This is an optimization exercise on Yosys and OpenROAD, whose aim is small area, a short achievable clock period and few clock cycles, not a production implementation. In this exercise RTL edits were held to simulation tests only and were not proved equivalent to the original. Power figures rest on the tool's default switching activity, not on a simulated workload.

== run A ==
## ram_top
module ram_top (
    input  logic        RWCLK,
    input  logic        RESET,
    input  logic        CLEAR,
    output logic        BUSY,
    input  logic        WEN,
    input  logic [1:0]  WBE,
    input  logic [7:0]  WADDR,
    input  logic [15:0] WD,
    input  logic        REN,
    input  logic [7:0]  RADDR,
    output logic [15:0] RD,
    output logic        RVALID
);
Size in the first run: roughly 160000 µm² of cells after synthesis.
clock: 4.0 ns
lec_check: 0
cap_margin: 20
core_margin: 2
core_utilization: 70
cts_buf_list: sky130_fd_sc_hd__clkbuf_8 sky130_fd_sc_hd__clkbuf_16
cts_cluster_diameter: 60
cts_cluster_size: 24
setup_slack_margin: 1.9
slew_margin: 20
synth_hierarchical: 1
synth_minimum_keep_size: 0
standard.sh (not shown) runs the stock make flow with config.mk's settings and CLKGATE_MAP_FILE= SYNTH_SCRIPT=/design/flow/synth_recipe.tcl, a recipe that flattens the netlist after the stock synthesis.
==> flow/flow/run.sh <==
#!/bin/bash
# Layout: the standard flow (standard.sh, unchanged synthesis), with
# two resizer options changed:
#  - port buffers are buf_4 instead of the flow's default choice (a slow
#    delay buffer), so input and output paths are not slowed by them;
#  - repair_timing may swap a cell for one of another footprint.
# The make output goes to standard.log; ORFS's own per-step logs stay under
# orfs/logs/.
set -euo pipefail
bash standard.sh MATCH_CELL_FOOTPRINT=0 \
    "BUFFER_PORTS_ARGS=-buffer_cell sky130_fd_sc_hd__buf_4" \
    finish > standard.log 2>&1
Testbench counts of run A, summed over its fixed seeds: cycles 33,374.
What run B does differently from run A at the input level:
Settings: changing CORE_UTILIZATION from 70 to 60.
Notes after the runs:
- Timing, DRC, antenna: 0 failures across run B and run A
- Areal power density over the cells grows by a few percent when moving from run A to run B.
- Run B vs run A: design area up in run B
- The proportion of power drawn by combinational gates of run B exceeds that of run A by 0.2 points.
- Run B ended up with a higher maximum frequency from static timing analysis than run A did.
- Run A -> run B: accumulated negative setup slack delta 0, exact match
- In the tables for run B and run A, global-route usage over all layers reads lower with run B.

The RTL this note starts from:
==> flow/design.v <==
package ram_pkg;
    localparam logic [15:0] CLR_VALUE = 16'h3C3C;
endpackage
module ram_dp_core (
    input  logic        clk_i,
    input  logic [15:0] row_n,
    input  logic [15:0] col0_n,
    input  logic [15:0] col1_n,
    input  logic [15:0] wd_n_i,
    input  logic [15:0] rlo_n,
    input  logic [15:0] rhi_i,
    output logic [15:0] rd_n_o
);
    logic [15:0] mem_n_q [256];
    for (genvar w = 0; w < 256; w++) begin : g_word
        always_ff @(posedge clk_i) begin
            if (!(row_n[w % 16] | col0_n[w / 16])) mem_n_q[w][7:0]  <= wd_n_i[7:0];
            if (!(row_n[w % 16] | col1_n[w / 16])) mem_n_q[w][15:8] <= wd_n_i[15:8];
        end
    end
    logic [15:0] grp [16];
    logic [15:0] grp_q [16];
    for (genvar g = 0; g < 16; g++) begin : g_grp
        for (genvar b = 0; b < 16; b++) begin : g_bit
            logic [15:0] col;
            for (genvar r = 0; r < 16; r++) begin : g_col
                assign col[r] = mem_n_q[16*g + r][b];
            end
            ram_sel16n u_lo (.d_n_i(col), .s_n_i(rlo_n), .y_o(grp[g][b]));
        end
    end
    always_ff @(posedge clk_i) begin
        for (int g = 0; g < 16; g++) grp_q[g] <= grp[g];
    end
    for (genvar b = 0; b < 16; b++) begin : g_out
        logic [15:0] col;
        for (genvar g = 0; g < 16; g++) begin : g_col
            assign col[g] = grp_q[g][b];
        end
        ram_sel16p u_hi (.d_i(col), .s_i(rhi_i), .y_n_o(rd_n_o[b]));
    end
endmodule
module ram_sel16n (
    input  logic [15:0] d_n_i,
    input  logic [15:0] s_n_i,
    output logic        y_o
);
    logic [7:0] hit;
    logic [3:0] hit2_n;
    for (genvar k = 0; k < 8; k++) begin : g_pair
        ram_oai22 u_pair (
            .a1 (d_n_i[2*k]),   .a2 (s_n_i[2*k]),
            .b1 (d_n_i[2*k+1]), .b2 (s_n_i[2*k+1]),
            .y  (hit[k])
        );
    end
    for (genvar k = 0; k < 4; k++) begin : g_or
        ram_nor2 u_or (.a(hit[2*k]), .b(hit[2*k+1]), .y(hit2_n[k]));
    end
    ram_nand4 u_out (.a(hit2_n[0]), .b(hit2_n[1]), .c(hit2_n[2]), .d(hit2_n[3]), .y(y_o));
endmodule
module ram_sel16p (
    input  logic [15:0] d_i,
    input  logic [15:0] s_i,
    output logic        y_n_o
);
    logic [7:0] hit_n;
    logic [1:0] hit4;
    for (genvar k = 0; k < 8; k++) begin : g_pair
        ram_aoi22 u_pair (
            .a1 (d_i[2*k]),   .a2 (s_i[2*k]),
            .b1 (d_i[2*k+1]), .b2 (s_i[2*k+1]),
            .y  (hit_n[k])
        );
    end
    for (genvar k = 0; k < 2; k++) begin : g_or
        ram_nand4 u_or (.a(hit_n[4*k]), .b(hit_n[4*k+1]), .c(hit_n[4*k+2]), .d(hit_n[4*k+3]),
                        .y(hit4[k]));
    end
    ram_nor2 u_out (.a(hit4[0]), .b(hit4[1]), .y(y_n_o));
endmodule
module ram_oai22 (
    input  logic a1,
    input  logic a2,
    input  logic b1,
    input  logic b2,
    output logic y
);
    assign y = ~((a1 | a2) & (b1 | b2));
endmodule
module ram_aoi22 (
    input  logic a1,
    input  logic a2,
    input  logic b1,
    input  logic b2,
    output logic y
);
    assign y = ~((a1 & a2) | (b1 & b2));
endmodule
module ram_nor2 (
    input  logic a,
    input  logic b,
    output logic y
);
    assign y = ~(a | b);
endmodule
module ram_nand4 (
    input  logic a,
    input  logic b,
    input  logic c,
    input  logic d,
    output logic y
);
    assign y = ~(a & b & c & d);
endmodule
module ram_dp_param_clr (
    input  logic        RWCLK,
    input  logic        RESET,
    input  logic        CLEAR,
    output logic        BUSY,
    input  logic        WEN,
    input  logic [1:0]  WBE,
    input  logic [7:0]  WADDR,
    input  logic [15:0] WD,
    input  logic        REN,
    input  logic [7:0]  RADDR,
    output logic [15:0] RD,
    output logic        RVALID
);
    logic [15:0] row_n_q, col0_n_q, col1_n_q;
    logic [15:0] wd_q, wd_n_q;
    logic [15:0] rlo_n_q, rhi_q;
    logic        ren_q, ren2_q;
    logic [1:0]  byp2_q;
    logic [15:0] rhi2_q, wd2_q;
    logic [15:0] rd_q;
    logic        rv_q;
    logic        wen_q;
    logic [1:0]  wbe_q;
    logic [7:0]  waddr_q, raddr_q;
    logic [15:0] core_rd_n;
    logic        wsame;
    assign wsame = wen_q & (waddr_q == raddr_q);
    always_ff @(posedge RWCLK or negedge RESET) begin
        if (!RESET) begin
            row_n_q  <= '0;
            col0_n_q <= '0;
            col1_n_q <= '0;
            wd_n_q   <= ~ram_pkg::CLR_VALUE;
            ren_q    <= 1'b0;
            ren2_q   <= 1'b0;
            rv_q     <= 1'b0;
        end else begin
            wd_n_q <= ~(CLEAR ? ram_pkg::CLR_VALUE : WD);
            for (int k = 0; k < 16; k++) begin
                row_n_q[k]  <= ~(CLEAR | (WEN & (WADDR[3:0] == 4'(k))));
                col0_n_q[k] <= ~(CLEAR | (WBE[0] & (WADDR[7:4] == 4'(k))));
                col1_n_q[k] <= ~(CLEAR | (WBE[1] & (WADDR[7:4] == 4'(k))));
            end
            ren_q  <= REN;
            ren2_q <= ren_q;
            rv_q   <= ren2_q;
        end
    end
    always_ff @(posedge RWCLK) begin
        wd_q   <= WD;
        wen_q   <= WEN;
        wbe_q   <= WBE;
        waddr_q <= WADDR;
        raddr_q <= RADDR;
        for (int k = 0; k < 16; k++) begin
            rlo_n_q[k] <= (RADDR[3:0] != 4'(k));
            rhi_q[k]   <= (RADDR[7:4] == 4'(k));
        end
        byp2_q <= {wsame & wbe_q[1], wsame & wbe_q[0]};
        wd2_q  <= wd_q;
        rhi2_q <= rhi_q;
        for (int i = 0; i < 2; i++) begin
            rd_q[8*i +: 8] <= byp2_q[i] ? wd2_q[8*i +: 8] : ~core_rd_n[8*i +: 8];
        end
    end
    ram_dp_core u_core (
        .clk_i  (RWCLK),
        .row_n  (row_n_q),
        .col0_n (col0_n_q),
        .col1_n (col1_n_q),
        .wd_n_i (wd_n_q),
        .rlo_n  (rlo_n_q),
        .rhi_i  (rhi2_q),
        .rd_n_o (core_rd_n)
    );
    assign BUSY   = 1'b0;
    assign RD     = rd_q;
    assign RVALID = rv_q;
endmodule
module ram_top (
    input  logic        RWCLK,
    input  logic        RESET,
    input  logic        CLEAR,
    output logic        BUSY,
    input  logic        WEN,
    input  logic [1:0]  WBE,
    input  logic [7:0]  WADDR,
    input  logic [15:0] WD,
    input  logic        REN,
    input  logic [7:0]  RADDR,
    output logic [15:0] RD,
    output logic        RVALID
);
    ram_dp_param_clr u_ram (
        .RWCLK  (RWCLK),
        .RESET  (RESET),
        .CLEAR  (CLEAR),
        .BUSY   (BUSY),
        .WEN    (WEN),
        .WBE    (WBE),
        .WADDR  (WADDR),
        .WD     (WD),
        .REN    (REN),
        .RADDR  (RADDR),
        .RD     (RD),
        .RVALID (RVALID)
    );
endmodule
export LEC_CHECK = 0
export CAP_MARGIN = 20
export CORE_MARGIN = 2
export CORE_UTILIZATION = 75
export CTS_BUF_LIST = sky130_fd_sc_hd__clkbuf_16
export CTS_CLUSTER_DIAMETER = 70
export CTS_CLUSTER_SIZE = 28
export SETUP_SLACK_MARGIN = 1.9
export SLEW_MARGIN = 20
export SYNTH_HIERARCHICAL = 1
export SYNTH_MINIMUM_KEEP_SIZE = 0
create_clock -name core_clock -period 4.0 [get_ports {RWCLK}]
Scripts as last shown in full above: flow/flow/run.sh
The baseline produced a clean layout.
Testbench counts at the start, summed over its fixed seeds: cycles 33,374.
Next try:
==> flow/run.sh (new file) <==
#!/bin/bash
# synth_recipe.tcl (not shown) runs the flow's synth.tcl, then flattens the netlist and writes it again
# the make line also repeats each setting of config.mk as NAME=value (left out here)
make -C /OpenROAD-flow-scripts/flow DESIGN_CONFIG=/design/flow/config.mk WORK_HOME=/design/flow/orfs CLKGATE_MAP_FILE= SYNTH_SCRIPT=/design/flow/synth_recipe.tcl finish
Settings changed: CORE_UTILIZATION 75 to 70, CTS_CLUSTER_DIAMETER 70 to 80, CTS_CLUSTER_SIZE 28 to 32.
removed: flow/flow/run.sh
removed: flow/standard.sh
Sequential share of layout area grows by 0.27 points. Die area grows by 7.1%. Wire length hardly moves. Count of clock-buffer cells in the layout shrinks by 37. Design area shrinks by 0.34%. Hold slack is better by 0.28 ns.
Next try:
Settings changed: CORE_UTILIZATION 70 to 60, CTS_BUF_LIST sky130_fd_sc_hd__clkbuf_16 to sky130_fd_sc_hd__clkbuf_8 sky130_fd_sc_hd__clkbuf_16, CTS_CLUSTER_DIAMETER 80 to 60, CTS_CLUSTER_SIZE 32 to 24.
What happened: First-iteration DRC count drops by 4.9%. Die area went up by 17%. Cell count came out higher by about 5%.
Next try:
==> flow/flow/run.sh (new file) <==
#!/bin/bash
# Layout: the standard flow (standard.sh, unchanged synthesis), with
# two resizer options changed:
#  - port buffers are buf_4 instead of the flow's default choice (a slow
#    delay buffer), so input and output paths are not slowed by them;
#  - repair_timing may swap a cell for one of another footprint.
# The make output goes to standard.log; ORFS's own per-step logs stay under
# orfs/logs/.
set -euo pipefail
bash standard.sh MATCH_CELL_FOOTPRINT=0 \
    "BUFFER_PORTS_ARGS=-buffer_cell sky130_fd_sc_hd__buf_4" \
    finish > standard.log 2>&1
==> flow/standard.sh (new file) <==
#!/bin/bash
# synth_recipe.tcl (not shown) runs the flow's synth.tcl, then flattens the netlist and writes it again
# the make line also repeats each setting of config.mk as NAME=value (left out here)
make -C /OpenROAD-flow-scripts/flow DESIGN_CONFIG=/design/flow/config.mk WORK_HOME=/design/flow/orfs CLKGATE_MAP_FILE= SYNTH_SCRIPT=/design/flow/synth_recipe.tcl "${@:-finish}"
Settings changed: CORE_UTILIZATION 60 to 70, CTS_BUF_LIST sky130_fd_sc_hd__clkbuf_8 sky130_fd_sc_hd__clkbuf_16 to sky130_fd_sc_hd__clkbuf_16, CTS_CLUSTER_DIAMETER 60 to 80, CTS_CLUSTER_SIZE 24 to 32.
removed: flow/run.sh
Outcome:
- The new run went through all stages and came out clean
- setup slack gains 0.082 ns
- register-to-register slack improves by 0.06 ns
- die area falls by 14%
- design area drops by 3.1%
- final cell count is lower by 4.9%
- core utilization climbs by 8.8 points
- power shrinks by 9.8%
- critical path depth does not change
- synthesized cell count does not change

## what the ideal ports hide
The results above use ideal ports. As a check the final layouts listed here were re-extracted and re-timed, cells and wires unchanged. Step 1 (the two cells are an assumption about what drives the block):
set clk [get_ports {RWCLK}]
set_driving_cell -lib_cell sky130_fd_sc_hd__clkbuf_16 $clk
set_driving_cell -lib_cell sky130_fd_sc_hd__buf_2 [delete_from_list [all_inputs] $clk]
Step 2 moves the port delays by t, midway between the first and last clock arrival at a register: inputs arrive t later, outputs are due t later. That takes back most of the time a late clock gives input paths. Slacks: ideal / step 1 / step 2; pairs: ideal / step 1.
| run | t (ns) | setup WS [ns] | hold WS [ns] | worst register clock-pin slew, ns | pins driven straight from the clock port |
|---|---|---|---|---|---|
| run A | 1.021 | 1.722 / 1.615 / 1.435 | 0.044 / -0.036 / 0.325 | 0.10 / 0.10 | 1 |
| run B | 1.034 | 1.743 / 1.643 / 1.127 | 0.049 / 0.002 / 0.326 | 0.10 / 0.10 | 1 |
| the first run of note 2 | 0.990 | 1.719 / 1.621 / 1.256 | 0.057 / -0.007 / 0.332 | 0.11 / 0.11 | 1 |
| the second run of note 2 | 0.968 | 1.711 / 1.618 / 1.398 | 0.336 / 0.292 / 0.336 | 0.12 / 0.12 | 1 |
| the third run of note 2 | 1.052 | 1.707 / 1.607 / 1.536 | 0.265 / 0.233 / 0.334 | 0.10 / 0.10 | 1 |
| the fourth run of note 2 | 0.956 | 1.789 / 1.694 / 1.721 | 0.047 / 0.004 / 0.332 | 0.12 / 0.12 | 1 |
After both steps every run listed still meets setup and hold. For run B, which loses most, drivers alone change the setup slack by -0.100 ns; drivers and shift together by -0.616 ns. The worst setup slack also covers recovery checks on asynchronous resets.
